Context: an optimization exercise on an open-source flow, tuned for small area, a short achievable clock period and few clock cycles per item. The choices shown serve that exercise and are no tape-out recipe. At most, simulation tests tie the RTL to the original design; equivalence was not proved. Power figures rest on the tool's default switching activity, not on a simulated workload.

Design mipsExecUnit, start of the top module:
module mipsExecUnit (
    input  logic                                clk,
    input  logic                                rstN,
    input  logic                                inValid,
    output logic                                inReady,
    input  logic [mipsPkg::dataWidth-1:0]       instr,
    input  logic [mipsPkg::dataWidth-1:0]       rsValue,
    input  logic [mipsPkg::dataWidth-1:0]       rtValue,
    output logic                                outValid,
    input  logic                                outReady,
    output logic [mipsPkg::dataWidth-1:0]       outData,
    output logic [mipsPkg::regAddrWidth-1:0]    outDest,
    output logic                                outWriteEn,
    output logic                                outBranchTaken,
    output logic                                outIllegal
);
For scale: roughly 1100 cells after synthesis, ~40 flip-flops, about 140 I/O pins.
clock: 5.0 ns
lec_check: 0
cap_margin: 20
core_margin: 2
core_utilization: 40
slew_margin: 20
run.sh (not shown) runs the stock make flow with config.mk's settings and CLKGATE_MAP_FILE= SYNTH_SCRIPT=/design/flow/synth_recipe.tcl, a recipe that flattens the netlist after the stock synthesis.
Testbench counts at the start, summed over its fixed seeds: cycles 24,008, items 24,000.
Next try:
==> flow/flow/run.sh (new file) <==
#!/bin/bash
# Standard layout, but the port buffers are plain buf_2 cells instead of the
# delay cell that buffer_ports picks by default.
set -euo pipefail
bash standard.sh BUFFER_PORTS_ARGS="-buffer_cell sky130_fd_sc_hd__buf_2" finish > standard_flow.log 2>&1
==> flow/standard.sh (new file) <==
#!/bin/bash
# synth_recipe.tcl (not shown) runs the flow's synth.tcl, then flattens the netlist and writes it again
# the make line also repeats each setting of config.mk as NAME=value (left out here)
make -C /OpenROAD-flow-scripts/flow DESIGN_CONFIG=/design/flow/config.mk WORK_HOME=/design/flow/orfs CLKGATE_MAP_FILE= SYNTH_SCRIPT=/design/flow/synth_recipe.tcl "${@:-finish}"
GPL_TIMING_DRIVEN = 0   (was default)
removed: flow/run.sh
- The new run finished clean
- sequential share of layout area went up by 1.7 points
- global-route usage went up by 3.3 points
- hold slack is worse by 0.053 ns
- clock power increases by 13%
- cell area falls by 14%
- routed wire length rose by 10%
- worst setup slack loses 0.11 ns
Next try:
GPL_TIMING_DRIVEN = 1   (was 0)
Routed wire length drops by roughly a tenth.
Maximum frequency climbs by a few percent.
Core utilization climbs by 0.31 points.
Hold slack is worse by 0.0064 ns.
Die area does not change.
Area after synthesis is unchanged.
Critical path depth climbs by 4.
Combinational power drops by a few percent.
Via count drops by a few percent.
First-iteration DRC count drops by a quarter to a third.
Worst setup slack is better by 0.22 ns.
Next try:
ABC_AREA = 1   (was default)
GPL_TIMING_DRIVEN = 0   (was 1)
=> Sequential share of layout area fell by 0.48 points; via count rose by 21%; count of clock-buffer cells in the layout is unchanged; total power rose by 2.1%; wire length rose by 21%; clock skew rose by 0.0086 ns.

========
mipsExecUnit, a different RTL version from the one above (not shown whole).
For scale: ~990 cells after synthesis, ~40 flip-flops, about 140 I/O pins, ~7600 um2 of cells after synthesis.
==> flow/config.mk <==
export PLATFORM = sky130hd
export DESIGN_NAME = mipsExecUnit
export DESIGN_NICKNAME = mipsExecUnit
export VERILOG_FILES = /design/flow/design.v
export SDC_FILE = /design/flow/constraint.sdc
export NUM_CORES = 4
export LEC_CHECK = 0
export CAP_MARGIN = 20
export CORE_MARGIN = 2
export CORE_UTILIZATION = 40
export GPL_TIMING_DRIVEN = 1
export SETUP_SLACK_MARGIN = 0.8
export SLEW_MARGIN = 20
==> flow/constraint.sdc <==
create_clock -name core_clock -period 5.0 [get_ports {clk}]
set_input_delay 1.0000 -clock core_clock [delete_from_list [all_inputs] [get_ports {clk}]]
set_output_delay 1.0000 -clock core_clock [all_outputs]
set_load 0.01 [all_outputs]
standard.sh (not shown) runs the stock make flow with config.mk's settings and CLKGATE_MAP_FILE= SYNTH_SCRIPT=/design/flow/synth_recipe.tcl, a recipe that flattens the netlist after the stock synthesis.
==> flow/flow/run.sh <==
#!/bin/bash
# Layout flow: the standard ORFS flow with two changes.
#  - Synthesis is the standard one except for the ABC script that maps the
#    combinational logic (flow/abc.script, delay-targeted &nf mapping).
#    Registers are mapped before ABC runs, so they are the standard ones.
#  - Port buffers are buf_2 cells instead of the delay cell buffer_ports picks.
set -euo pipefail
here=$(pwd)
flowdir=$(cd "$(dirname "${BASH_SOURCE[0]}")" && pwd)

# synth.tcl with the ABC script swapped
sed "s#  log_cmd abc {\*}\$abc_args#  set abc_args [lreplace \$abc_args 0 1 -script $flowdir/abc.script]\n  log_cmd abc {*}\$abc_args#" \
    "$FLOW_HOME/scripts/synth.tcl" > "$here/synth_custom_abc.tcl"
grep -q "abc.script" "$here/synth_custom_abc.tcl"
sed "s#source \$::env(SCRIPTS_DIR)/synth.tcl#source $here/synth_custom_abc.tcl#" \
    "$here/synth_recipe.tcl" > "$here/synth_recipe_custom.tcl"
grep -q "synth_custom_abc.tcl" "$here/synth_recipe_custom.tcl"
sed "s#SYNTH_SCRIPT=[^ ]*synth_recipe.tcl#SYNTH_SCRIPT=$here/synth_recipe_custom.tcl#" \
    "$here/standard.sh" > "$here/standard_custom.sh"
grep -q "synth_recipe_custom.tcl" "$here/standard_custom.sh"

bash "$here/standard_custom.sh" \
    BUFFER_PORTS_ARGS="-buffer_cell sky130_fd_sc_hd__buf_2" finish > "$here/flow_make.log" 2>&1
==> flow/flow/abc.script <==

&get -n
&st
&dch
&nf -D 2000
&put
topo
buffer -p
upsize -D 2000
dnsize -D 2000
Then changed:
Settings changed: SETUP_SLACK_MARGIN 0.8 to 1.2.
Outcome: Die area does not change. Cell count rises by 2.7%. Setup slack loses 0.11 ns. Sequential cell count stays the same.
Function was not checked in any run of this note: the RTL went through the layout flow alone.

========
Another version of the RTL of mipsExecUnit (not shown whole).
For scale: about 120 flip-flops, ~11000 sq um of cells after synthesis.
clock: 5.0 ns
lec_check: 0
cap_margin: 20
core_margin: 2
core_utilization: 40
cts_buf_list: sky130_fd_sc_hd__clkbuf_8
cts_cluster_diameter: 100
cts_cluster_size: 30
gpl_timing_driven: 1
setup_slack_margin: 2.0
slew_margin: 20
==> flow/flow/run.sh <==
#!/bin/bash
# Layout flow: the standard ORFS flow with two changes.
#  - Synthesis is the standard one except for the ABC script that maps the
#    combinational logic (flow/abc.script, delay-targeted &nf mapping).
#    Registers are mapped before ABC runs, so they are the standard ones.
#  - Port buffers are buf_2 cells instead of the delay cell buffer_ports picks.
set -euo pipefail
here=$(pwd)
flowdir=$(cd "$(dirname "${BASH_SOURCE[0]}")" && pwd)

# synth.tcl with the ABC script swapped
sed "s#  log_cmd abc {\*}\$abc_args#  set abc_args [lreplace \$abc_args 0 1 -script $flowdir/abc.script]\n  log_cmd abc {*}\$abc_args#" \
    "$FLOW_HOME/scripts/synth.tcl" > "$here/synth_custom_abc.tcl"
grep -q "abc.script" "$here/synth_custom_abc.tcl"
sed "s#source \$::env(SCRIPTS_DIR)/synth.tcl#source $here/synth_custom_abc.tcl#" \
    "$here/synth_recipe.tcl" > "$here/synth_recipe_custom.tcl"
grep -q "synth_custom_abc.tcl" "$here/synth_recipe_custom.tcl"
sed "s#SYNTH_SCRIPT=[^ ]*synth_recipe.tcl#SYNTH_SCRIPT=$here/synth_recipe_custom.tcl#" \
    "$here/standard.sh" > "$here/standard_custom.sh"
grep -q "synth_recipe_custom.tcl" "$here/standard_custom.sh"

bash "$here/standard_custom.sh" \
    BUFFER_PORTS_ARGS="-buffer_cell sky130_fd_sc_hd__buf_1" finish > "$here/flow_make.log" 2>&1
Scripts as last shown in full above: flow/flow/abc.script
Rerun with:
--- a/flow/flow/run.sh
+++ b/flow/flow/run.sh
@@ -22,2 +22,2 @@
 bash "$here/standard_custom.sh" \
-    BUFFER_PORTS_ARGS="-buffer_cell sky130_fd_sc_hd__buf_1" finish > "$here/flow_make.log" 2>&1
+    BUFFER_PORTS_ARGS="-buffer_cell sky130_fd_sc_hd__buf_2" finish > "$here/flow_make.log" 2>&1
==> flow/flow/abc.script (replaced) <==
&get -n
&st
&dch
&nf
&st
&syn2
&if -g -K 6
&synch2
&nf
&st
&syn2
&if -g -K 6
&synch2
&nf
&st
&syn2
&if -g -K 6
&synch2
&nf
&st
&syn2
&if -g -K 6
&synch2
&nf
&st
&syn2
&if -g -K 6
&synch2
&nf
&put
buffer -c
topo
stime -c
upsize -c
dnsize -c
Settings changed: CTS_BUF_LIST sky130_fd_sc_hd__clkbuf_8 to not set, CTS_CLUSTER_DIAMETER 100 to not set, CTS_CLUSTER_SIZE 30 to not set, SETUP_SLACK_MARGIN 2.0 to 1.5.
=> Non-clock buffer count fell by 10. Die area rose by 5.7%. Synthesized area rose by 5.8%. Fmax fell by 14%. Cell area rose by 5.0%. Power rose by 13%. Count of clock-buffer cells in the layout stays the same. First-iteration DRC count rose by 51%. Clock skew is about the same.
No run of this note included a check of the RTL's function; only the layout flow was run.

========
Another version of the RTL of mipsExecUnit (not shown whole).
For scale: about 120 flip-flops, roughly 140 I/O pins, ~0.010 mm^2 of cells after synthesis.
==> flow/config.mk <==
export PLATFORM = sky130hd
export DESIGN_NAME = mipsExecUnit
export DESIGN_NICKNAME = mipsExecUnit
export VERILOG_FILES = /design/flow/design.v
export SDC_FILE = /design/flow/constraint.sdc
export NUM_CORES = 4
export LEC_CHECK = 0
export CAP_MARGIN = 20
export CORE_MARGIN = 2
export CORE_UTILIZATION = 40
export CTS_BUF_LIST = sky130_fd_sc_hd__clkbuf_8
export CTS_CLUSTER_DIAMETER = 100
export CTS_CLUSTER_SIZE = 30
export GPL_TIMING_DRIVEN = 1
export SETUP_SLACK_MARGIN = 2.4
export SLEW_MARGIN = 20
==> flow/constraint.sdc <==
create_clock -name core_clock -period 5.0 [get_ports {clk}]
set_input_delay 1.0000 -clock core_clock [delete_from_list [all_inputs] [get_ports {clk}]]
set_output_delay 1.0000 -clock core_clock [all_outputs]
set_load 0.01 [all_outputs]
==> flow/flow/run.sh <==
#!/bin/bash
# Layout flow: the standard ORFS flow with two changes.
#  - Synthesis is the standard one except for the ABC script that maps the
#    combinational logic (flow/abc.script, delay-targeted &nf mapping).
#    Registers are mapped before ABC runs, so they are the standard ones.
#  - Port buffers are buf_2 cells instead of the delay cell buffer_ports picks.
#  - Clock tree synthesis adds no dummy loads to the clock tree.
set -euo pipefail
here=$(pwd)
flowdir=$(cd "$(dirname "${BASH_SOURCE[0]}")" && pwd)

# synth.tcl with the ABC script swapped
sed "s#  log_cmd abc {\*}\$abc_args#  set abc_args [lreplace \$abc_args 0 1 -script $flowdir/abc.script]\n  log_cmd abc {*}\$abc_args#" \
    "$FLOW_HOME/scripts/synth.tcl" > "$here/synth_custom_abc.tcl"
grep -q "abc.script" "$here/synth_custom_abc.tcl"
sed "s#source \$::env(SCRIPTS_DIR)/synth.tcl#source $here/synth_custom_abc.tcl#" \
    "$here/synth_recipe.tcl" > "$here/synth_recipe_custom.tcl"
grep -q "synth_custom_abc.tcl" "$here/synth_recipe_custom.tcl"
sed "s#SYNTH_SCRIPT=[^ ]*synth_recipe.tcl#SYNTH_SCRIPT=$here/synth_recipe_custom.tcl#" \
    "$here/standard.sh" > "$here/standard_custom.sh"
grep -q "synth_recipe_custom.tcl" "$here/standard_custom.sh"

bash "$here/standard_custom.sh" \
    BUFFER_PORTS_ARGS="-buffer_cell sky130_fd_sc_hd__buf_1" \
    CTS_ARGS="-sink_clustering_enable -repair_clock_nets -buf_list sky130_fd_sc_hd__clkbuf_8 -dont_use_dummy_load" \
    finish > "$here/flow_make.log" 2>&1
==> flow/flow/abc.script <==

&get -n
&st
&dch
&nf -D 2000
&put
topo
buffer -p
upsize -D 2000
dnsize -D 2000
The starting point ran to the end with no violations.
Testbench counts at the start, summed over its fixed seeds: cycles 24,016, items 24,000.
Change:
--- a/flow/flow/run.sh
+++ b/flow/flow/run.sh
@@ -24 +24 @@
-    BUFFER_PORTS_ARGS="-buffer_cell sky130_fd_sc_hd__buf_1" \
+    BUFFER_PORTS_ARGS="-buffer_cell sky130_fd_sc_hd__buf_2" \
- SETUP_SLACK_MARGIN: 2.4 -> 2.2
Result: Design area went down by 4.5%; via count goes down by 3.1%; combinational power drops by about 10%; final cell count decreases by 1.9%; clock-buffer cell count is unchanged; synthesized cell count is unchanged.

what the ideal ports hide:
Ports are ideal in the flow. The routed layouts listed here were re-timed in OpenROAD. Step 1: set_driving_cell puts a clkbuf_16 on clk and a buf_2 on each other input, an assumption about the parent block. Step 2 times the ports against the registers' clock, not the clock port: input delays grow and output delays shrink by t, the midpoint of the rising clock arrivals with the driver on. a / b / c = ideal ports / drivers / drivers and shift; a / b = the first two.
run | t (ns) | slack for setup (ns) | worst slew at a driven data input, ns
the first run of note 1 | 0.311 | 0.262 / 0.270 / -0.042 | 0.06
the second run of note 1 | 0.309 | 0.148 / 0.151 / -0.158 | 0.04
the third run of note 1 | 0.311 | 0.369 / 0.362 / 0.051 | 0.04
the fourth run of note 1 | 0.332 | 0.257 / 0.275 / -0.057 | 0.04
the first run of note 2 | 0.307 | 0.804 / 0.797 / 0.489 | 0.05
the second run of note 2 | 0.309 | 0.690 / 0.666 / 0.357 | 0.07
the first run of note 3 | 0.510 | 2.017 / 2.017 / 1.650 | 0.04
the second run of note 3 | 0.477 | 1.549 / 1.549 / 1.549 | 0.06
the first run of note 4 | 0.486 | 2.295 / 2.295 / 1.937 | 0.04
the second run of note 4 | 0.473 | 2.190 / 2.190 / 1.833 | 0.04
With both steps, setup timing fails in the first run of note 1, the second run of note 1 and the fourth run of note 1, where it was met with ideal ports. For the first run of note 3, which loses most, drivers alone change the setup slack by 0.000 ns; drivers and shift together by -0.367 ns.
